Source: an optimization exercise on an open RTL-to-GDS flow (aim: small area, a short achievable clock period and few clock cycles). Production flows keep margins and buffers that such runs may drop.
RTL that was checked went through simulation tests only; none was proved equivalent to the original.

==> flow/design.v <==
package b58enc_pkg;
    localparam int MAX_BYTES_DEF   = 32;
    localparam int DIGIT_SLOTS_DEF = 45;
    localparam int OUT_LIMIT       = 45;
    localparam int RADIX   = 58;
    localparam int BYTE_W  = 8;
    localparam int DIGIT_W = 6;
    localparam int CHAR_W  = 7;
    localparam int CARRY_W = 9;
    localparam int SUM_W   = 14;
    localparam int LEFT_W  = $clog2(OUT_LIMIT + 1);
    localparam int RECIP_SHIFT = 20;
    localparam int RECIP_MUL   = (1 << RECIP_SHIFT) / RADIX;
    localparam int RECIP_W     = 15;
    localparam logic [RADIX*8-1:0] ALPHABET =
        "123456789ABCDEFGHJKLMNPQRSTUVWXYZabcdefghijkmnopqrstuvwxyz";
    localparam logic [CHAR_W-1:0] ONE_CHAR = 7'h31;
    function automatic logic [CHAR_W-1:0] b58_char(input logic [DIGIT_W-1:0] d);
        logic [DIGIT_W-1:0] k;
        logic [7:0]         c;
        k = (d >= DIGIT_W'(RADIX)) ? d - DIGIT_W'(RADIX) : d;
        c = ALPHABET[(RADIX - 1 - k) * 8 +: 8];
        b58_char = c[CHAR_W-1:0];
    endfunction
    function automatic logic dbl_carry(input logic [DIGIT_W-1:0] d);
        dbl_carry = d[5] | (d[4] & d[3] & d[2] & (d[1] | d[0]));
    endfunction
    function automatic logic [DIGIT_W-1:0] dbl_digit(input logic [DIGIT_W-1:0] d, input logic g,
                                                     input logic c);
        logic t;
        t = d[1] | d[0];
        dbl_digit = {d[4] ^ (g & d[3] & d[2] & t),
                     d[3] ^ (g & d[2] & t),
                     d[2] ^ (g & t),
                     d[1] ^ (g & !d[0]),
                     d[0] ^ g,
                     c};
    endfunction
endpackage
module base58_encoder_unit #(
    parameter int MAX_BYTES   = b58enc_pkg::MAX_BYTES_DEF,
    parameter int DIGIT_SLOTS = b58enc_pkg::DIGIT_SLOTS_DEF,
    parameter int STEP_BITS   = 4
) (
    input  logic                          i_clk,
    input  logic                          i_rst_n,
    input  logic                          i_in_valid,
    output logic                          o_in_ready,
    input  logic [b58enc_pkg::BYTE_W-1:0] i_in_data_byte,
    input  logic                          i_in_last_byte,
    output logic                          o_out_valid,
    input  logic                          i_out_ready,
    output logic [b58enc_pkg::CHAR_W-1:0] o_out_char,
    output logic                          o_out_last_char,
    output logic                          o_out_overflow
);
    localparam int ND  = 44;                     
    localparam int DW  = b58enc_pkg::DIGIT_W;
    localparam int CW  = b58enc_pkg::CHAR_W;
    localparam int BYW = b58enc_pkg::BYTE_W;
    localparam int BW  = $clog2(MAX_BYTES + 1);
    localparam int NCH = BYW / STEP_BITS;
    localparam int NW  = $clog2(NCH + 1);
    localparam int FW  = CW + 2;                 
    localparam int PW  = $clog2(ND + 1);
    typedef enum logic [1:0] {
        O_IDLE, O_ONES, O_DIG, O_FLUSH
    } t_ostate;
    logic [DW-1:0]     r_dig [ND];
    logic [DW-1:0]     n_dig [ND];
    logic [DW-1:0]     stp   [STEP_BITS+1][ND];
    logic              gc    [STEP_BITS][ND];
    logic [ND-1:0]     r_msk, n_msk;             
    logic [ND-1:0]     nz;
    logic [BYW-1:0]    r_nxt, n_nxt;
    logic              r_nxt_v, n_nxt_v;
    logic              r_nxt_last, n_nxt_last;
    logic [BYW-1:0]    r_sh, n_sh;
    logic [NW-1:0]     r_nb, n_nb;
    logic [BW-1:0]     r_zp, n_zp;
    logic [BW-1:0]     r_bytes, n_bytes;
    logic              r_inzp, n_inzp;
    logic              r_ovf, n_ovf;
    logic              r_done, n_done;
    t_ostate           r_os, n_os;
    logic [BW-1:0]     r_ozp, n_ozp;
    logic              r_oovf, n_oovf;
    logic              r_onum, n_onum;
    logic              r_ofound, n_ofound;
    logic [PW-1:0]     r_opos, n_opos;           
    logic              r_qv, n_qv;
    logic [BW-1:0]     r_qzp, n_qzp;
    logic              r_qovf, n_qovf;
    logic              r_qnum, n_qnum;
    logic [PW-1:0]     r_qpos, n_qpos;
    logic              r_v0, n_v0, r_v1, n_v1;
    logic [FW-1:0]     r_f0, n_f0, r_f1, n_f1;
    logic              sel_st, sel_sh, sel_hd;
    logic              r_stall, n_stall, nzb2;
    logic              r_rst;                    
    logic              step, last_st, consume, hand, shift, push, pop, fin;
    logic [FW-1:0]     pdata;
    logic [DW-1:0]     top;
    assign o_in_ready      = !r_nxt_v;
    assign o_out_valid     = r_v0;
    assign o_out_char      = r_f0[FW-1 -: CW];
    assign o_out_last_char = r_f0[1];
    assign o_out_overflow  = r_f0[0];
    always_comb begin
        for (int i = 0; i < ND; i++) stp[0][i] = r_dig[i];
        for (int k = 0; k < STEP_BITS; k++) begin
            for (int i = 0; i < ND; i++) gc[k][i] = b58enc_pkg::dbl_carry(stp[k][i]);
            for (int i = 0; i < ND; i++) begin
                stp[k+1][i] = b58enc_pkg::dbl_digit(stp[k][i], gc[k][i],
                    (i == 0) ? r_sh[BYW-1-k] : gc[k][i-1]);
            end
        end
    end
    always_comb begin
        for (int i = 0; i < ND; i++) nz[i] = (r_dig[i] != '0);
        nzb2 = 1'b0;
        for (int i = 0; i + 2 < ND; i++) nzb2 = nzb2 | (nz[i] & !r_msk[i+1] & r_msk[i+2]);
        step    = (r_nb != '0) && !r_stall;
        last_st = (r_nb == '0) || ((r_nb == NW'(1)) && step);
        hand    = r_done && last_st && !r_qv;
        consume = r_nxt_v && (!r_done || hand) && last_st;
        top     = r_dig[ND-1];
        n_nxt      = r_nxt;
        n_nxt_v    = r_nxt_v;
        n_nxt_last = r_nxt_last;
        n_sh       = r_sh;
        n_nb       = r_nb;
        n_zp       = hand ? '0   : r_zp;
        n_bytes    = hand ? '0   : r_bytes;
        n_inzp     = hand ? 1'b1 : r_inzp;
        n_ovf      = hand ? 1'b0 : r_ovf;
        n_done     = hand ? 1'b0 : r_done;
        n_os       = r_os;
        n_ozp      = r_ozp;
        n_oovf     = r_oovf;
        n_onum     = r_onum;
        n_ofound   = r_ofound;
        n_opos     = r_opos;
        n_qv       = r_qv;
        n_qzp      = r_qzp;
        n_qovf     = r_qovf;
        n_qnum     = r_qnum;
        n_qpos     = r_qpos;
        n_msk      = r_msk;
        if (i_in_valid && !r_nxt_v) begin
            n_nxt      = i_in_data_byte;
            n_nxt_last = i_in_last_byte;
            n_nxt_v    = 1'b1;
        end
        if (step) begin
            n_nb = r_nb - NW'(1);
            n_sh = r_sh << STEP_BITS;
        end
        if (consume) begin
            n_nxt_v = 1'b0;
            if (n_bytes >= BW'(MAX_BYTES)) begin
                n_ovf = 1'b1;
            end else begin
                n_bytes = n_bytes + BW'(1);
                if (n_inzp && (r_nxt == '0)) begin
                    n_zp = n_zp + BW'(1);
                end else begin
                    n_inzp = 1'b0;
                    n_sh   = r_nxt;
                    n_nb   = NW'(NCH);
                end
            end
            if (r_nxt_last) n_done = 1'b1;
        end
        shift = 1'b0;
        push  = 1'b0;
        fin   = 1'b0;
        pdata = {b58enc_pkg::ONE_CHAR, 1'b0, r_oovf};
        unique case (r_os)
            O_IDLE: begin
            end
            O_ONES: begin
                if (r_onum && !r_ofound && (top == '0)) shift = 1'b1;
                if (!r_v1) begin
                    push     = 1'b1;
                    pdata[1] = !r_onum && (r_ozp == BW'(1));
                    n_ozp    = r_ozp - BW'(1);
                    if (r_ozp == BW'(1)) begin
                        if (r_onum) n_os = O_DIG;
                        else        fin  = 1'b1;
                    end
                end
            end
            O_DIG: begin
                if (!r_ofound && (top == '0)) begin
                    shift = 1'b1;
                end else if (!r_v1) begin
                    shift    = 1'b1;
                    push     = 1'b1;
                    pdata    = {b58enc_pkg::b58_char(top), r_opos == PW'(1), r_oovf};
                    n_ofound = 1'b1;
                    if (r_opos == PW'(1)) fin = 1'b1;
                end
            end
            O_FLUSH: begin
                shift = 1'b1;
                if (r_opos == PW'(1)) fin = 1'b1;
            end
            default: begin
                fin = 1'b1;
            end
        endcase
        if (shift) begin
            n_msk  = r_msk << 1;
            n_opos = r_opos - PW'(1);
        end
        if (fin) n_os = O_IDLE;
        if ((r_os == O_IDLE) || fin) begin
            if (r_qv) begin
                n_qv     = 1'b0;
                n_ozp    = r_qzp;
                n_oovf   = r_qovf;
                n_onum   = r_qnum;
                n_ofound = 1'b0;
                n_opos   = r_qpos;
                if (r_qzp != '0) n_os = O_ONES;
                else             n_os = O_DIG;
            end else if (hand) begin
                n_ozp    = r_zp;
                n_oovf   = r_ovf;
                n_onum   = !r_inzp;
                n_ofound = 1'b0;
                n_opos   = r_inzp ? PW'(0) : PW'(ND);
                if (r_zp != '0) n_os = O_ONES;
                else            n_os = O_DIG;
            end
        end else if (hand) begin
            n_qv   = 1'b1;
            n_qzp  = r_zp;
            n_qovf = r_ovf;
            n_qnum = !r_inzp;
            n_qpos = r_inzp ? PW'(0) : PW'(ND) - n_opos;
        end
        if (hand && !r_inzp) n_msk = '1;
        n_stall = n_msk[1] || (n_msk[ND-1] && !shift && (step || nzb2));
        for (int i = 0; i < ND; i++) begin
            sel_st = !r_msk[i] && step;
            sel_sh = r_msk[i] && shift;
            sel_hd = !(sel_st || sel_sh);
            n_dig[i] = ({DW{sel_st}} & stp[STEP_BITS][i])
                     | ({DW{sel_sh}} & ((i == 0) ? DW'(0) : r_dig[i-1]))
                     | ({DW{sel_hd}} & r_dig[i]);
        end
        pop  = r_v0 && i_out_ready;
        n_v0 = r_v0;
        n_v1 = r_v1;
        n_f0 = r_f0;
        n_f1 = r_f1;
        if (pop) begin
            n_f0 = r_f1;
            n_v0 = r_v1;
            n_v1 = 1'b0;
        end
        if (push && !r_rst) begin
            if (!n_v0) begin
                n_f0 = pdata;
                n_v0 = 1'b1;
            end else begin
                n_f1 = pdata;
                n_v1 = 1'b1;
            end
        end
    end
    always_ff @(posedge i_clk) begin
        for (int i = 0; i < ND; i++) r_dig[i] <= n_dig[i];
        r_rst <= !i_rst_n;
        if (!i_rst_n) begin
            r_nxt_v  <= 1'b0;
            r_v0     <= 1'b0;
            r_v1     <= 1'b0;
        end else begin
            r_nxt_v  <= n_nxt_v;
            r_v0     <= n_v0;
            r_v1     <= n_v1;
        end
        if (r_rst) begin
            r_msk    <= '1;
            r_stall  <= 1'b1;
            r_nb     <= '0;
            r_zp     <= '0;
            r_bytes  <= '0;
            r_inzp   <= 1'b1;
            r_ovf    <= 1'b0;
            r_done   <= 1'b0;
            r_os     <= O_FLUSH;
            r_opos   <= PW'(ND);
            r_qv     <= 1'b0;
        end else begin
            r_msk    <= n_msk;
            r_stall  <= n_stall;
            r_nb     <= n_nb;
            r_zp     <= n_zp;
            r_bytes  <= n_bytes;
            r_inzp   <= n_inzp;
            r_ovf    <= n_ovf;
            r_done   <= n_done;
            r_os     <= n_os;
            r_opos   <= n_opos;
            r_qv     <= n_qv;
        end
        r_nxt      <= n_nxt;
        r_nxt_last <= n_nxt_last;
        r_sh       <= n_sh;
        r_ozp      <= n_ozp;
        r_oovf     <= n_oovf;
        r_onum     <= n_onum;
        r_ofound   <= n_ofound;
        r_qzp      <= n_qzp;
        r_qovf     <= n_qovf;
        r_qnum     <= n_qnum;
        r_qpos     <= n_qpos;
        r_f0       <= n_f0;
        r_f1       <= n_f1;
    end
endmodule
make LEC_CHECK=0 ABC_AREA=1 CAP_MARGIN=20 CORE_MARGIN=2 CORE_UTILIZATION=40 SLEW_MARGIN=20 finish   # period 12.0 ns
run.sh (not shown) runs the stock make flow with config.mk's settings and CLKGATE_MAP_FILE= SYNTH_SCRIPT=/design/flow/synth_recipe.tcl, a recipe that flattens the netlist after the stock synthesis.
==> next run, changes <==
--- a/flow/design.v
+++ b/flow/design.v
@@ -96,8 +96,5 @@
     logic              r_v0, n_v0, r_v1, n_v1;
     logic [FW-1:0]     r_f0, n_f0, r_f1, n_f1;
-    logic              sel_st, sel_sh, sel_hd;
-    logic              r_stall, n_stall, nzb2;
-    logic              r_rst;                    
-    logic              step, last_st, consume, hand, shift, push, pop, fin;
+    logic              stall, step, last_st, consume, hand, shift, push, pop, fin;
     logic [FW-1:0]     pdata;
     logic [DW-1:0]     top;
@@ -119,7 +116,7 @@
     always_comb begin
         for (int i = 0; i < ND; i++) nz[i] = (r_dig[i] != '0);
-        nzb2 = 1'b0;
-        for (int i = 0; i + 2 < ND; i++) nzb2 = nzb2 | (nz[i] & !r_msk[i+1] & r_msk[i+2]);
-        step    = (r_nb != '0) && !r_stall;
+        stall = r_msk[1];
+        for (int i = 0; i + 2 < ND; i++) stall = stall | (nz[i] & !r_msk[i+1] & r_msk[i+2]);
+        step    = (r_nb != '0) && !stall;
         last_st = (r_nb == '0) || ((r_nb == NW'(1)) && step);
         hand    = r_done && last_st && !r_qv;
@@ -243,12 +240,11 @@
         end
         if (hand && !r_inzp) n_msk = '1;
-        n_stall = n_msk[1] || (n_msk[ND-1] && !shift && (step || nzb2));
         for (int i = 0; i < ND; i++) begin
-            sel_st = !r_msk[i] && step;
-            sel_sh = r_msk[i] && shift;
-            sel_hd = !(sel_st || sel_sh);
-            n_dig[i] = ({DW{sel_st}} & stp[STEP_BITS][i])
-                     | ({DW{sel_sh}} & ((i == 0) ? DW'(0) : r_dig[i-1]))
-                     | ({DW{sel_hd}} & r_dig[i]);
+            n_dig[i] = r_dig[i];
+            if (r_msk[i]) begin
+                if (shift) n_dig[i] = (i == 0) ? DW'(0) : r_dig[i-1];
+            end else begin
+                if (step) n_dig[i] = stp[STEP_BITS][i];
+            end
         end
         pop  = r_v0 && i_out_ready;
@@ -262,5 +258,5 @@
             n_v1 = 1'b0;
         end
-        if (push && !r_rst) begin
+        if (push) begin
             if (!n_v0) begin
                 n_f0 = pdata;
@@ -274,17 +270,7 @@
     always_ff @(posedge i_clk) begin
         for (int i = 0; i < ND; i++) r_dig[i] <= n_dig[i];
-        r_rst <= !i_rst_n;
         if (!i_rst_n) begin
-            r_nxt_v  <= 1'b0;
-            r_v0     <= 1'b0;
-            r_v1     <= 1'b0;
-        end else begin
-            r_nxt_v  <= n_nxt_v;
-            r_v0     <= n_v0;
-            r_v1     <= n_v1;
-        end
-        if (r_rst) begin
             r_msk    <= '1;
-            r_stall  <= 1'b1;
+            r_nxt_v  <= 1'b0;
             r_nb     <= '0;
             r_zp     <= '0;
@@ -296,7 +282,9 @@
             r_opos   <= PW'(ND);
             r_qv     <= 1'b0;
+            r_v0     <= 1'b0;
+            r_v1     <= 1'b0;
         end else begin
             r_msk    <= n_msk;
-            r_stall  <= n_stall;
+            r_nxt_v  <= n_nxt_v;
             r_nb     <= n_nb;
             r_zp     <= n_zp;
@@ -308,4 +296,6 @@
             r_opos   <= n_opos;
             r_qv     <= n_qv;
+            r_v0     <= n_v0;
+            r_v1     <= n_v1;
         end
         r_nxt      <= n_nxt;
Final cell count goes down by 4.1%; worst setup slack degrades by 0.096 ns; routed wire length drops by about 7%; worst hold slack is better by 0.0038 ns; synthesized cell count goes down by 4.1%; non-clock buffer count shrinks by 2; global-route usage drops by 1.8 points; final area grows by about 2.1%; clock-buffer cell count went down by 13; via count shrinks by 5.5%; core utilization goes down by 0.14 points.
Testbench counts after the change, summed over its fixed seeds: cycles 8,481.
No functional check of the RTL was part of the first run of this note.

==> afterwards: timing with drivers on the ports <==
How much do the figures lean on ideal ports? The routed layouts below were timed once more, with nothing changed but the port constraints.
Step 1 sets driving cells, clkbuf_16 on the clock port and buf_2 on the other inputs (assumed; they add their load-dependent delay and slew).
Step 2 adds t to the input delays and takes it off the output delays; t is the mean of the earliest and latest rising clock arrival at the registers after step 1. Input paths then give back, and output paths get back, about the clock's delay inside the block.
a / b / c = no drivers / after step 1 / after step 2; a / b = the first two.
| run | t (ns) | setup WS [ns] | hold WS [ns] | worst setup path at the end | clock arrival spread, ns |
|---|---|---|---|---|---|
| the first run | 0.650 | 7.827 / 7.827 / 7.700 | 0.456 / 0.456 / 0.456 | input to register | 0.027 / 0.028 |
| the second run | 0.657 | 7.731 / 7.731 / 7.510 | 0.459 / 0.459 / 0.459 | input to register | 0.025 / 0.026 |
After both steps every run listed still meets setup and hold. For the second run, which loses most, drivers alone change the setup slack by 0.000 ns; drivers and shift together by -0.221 ns.
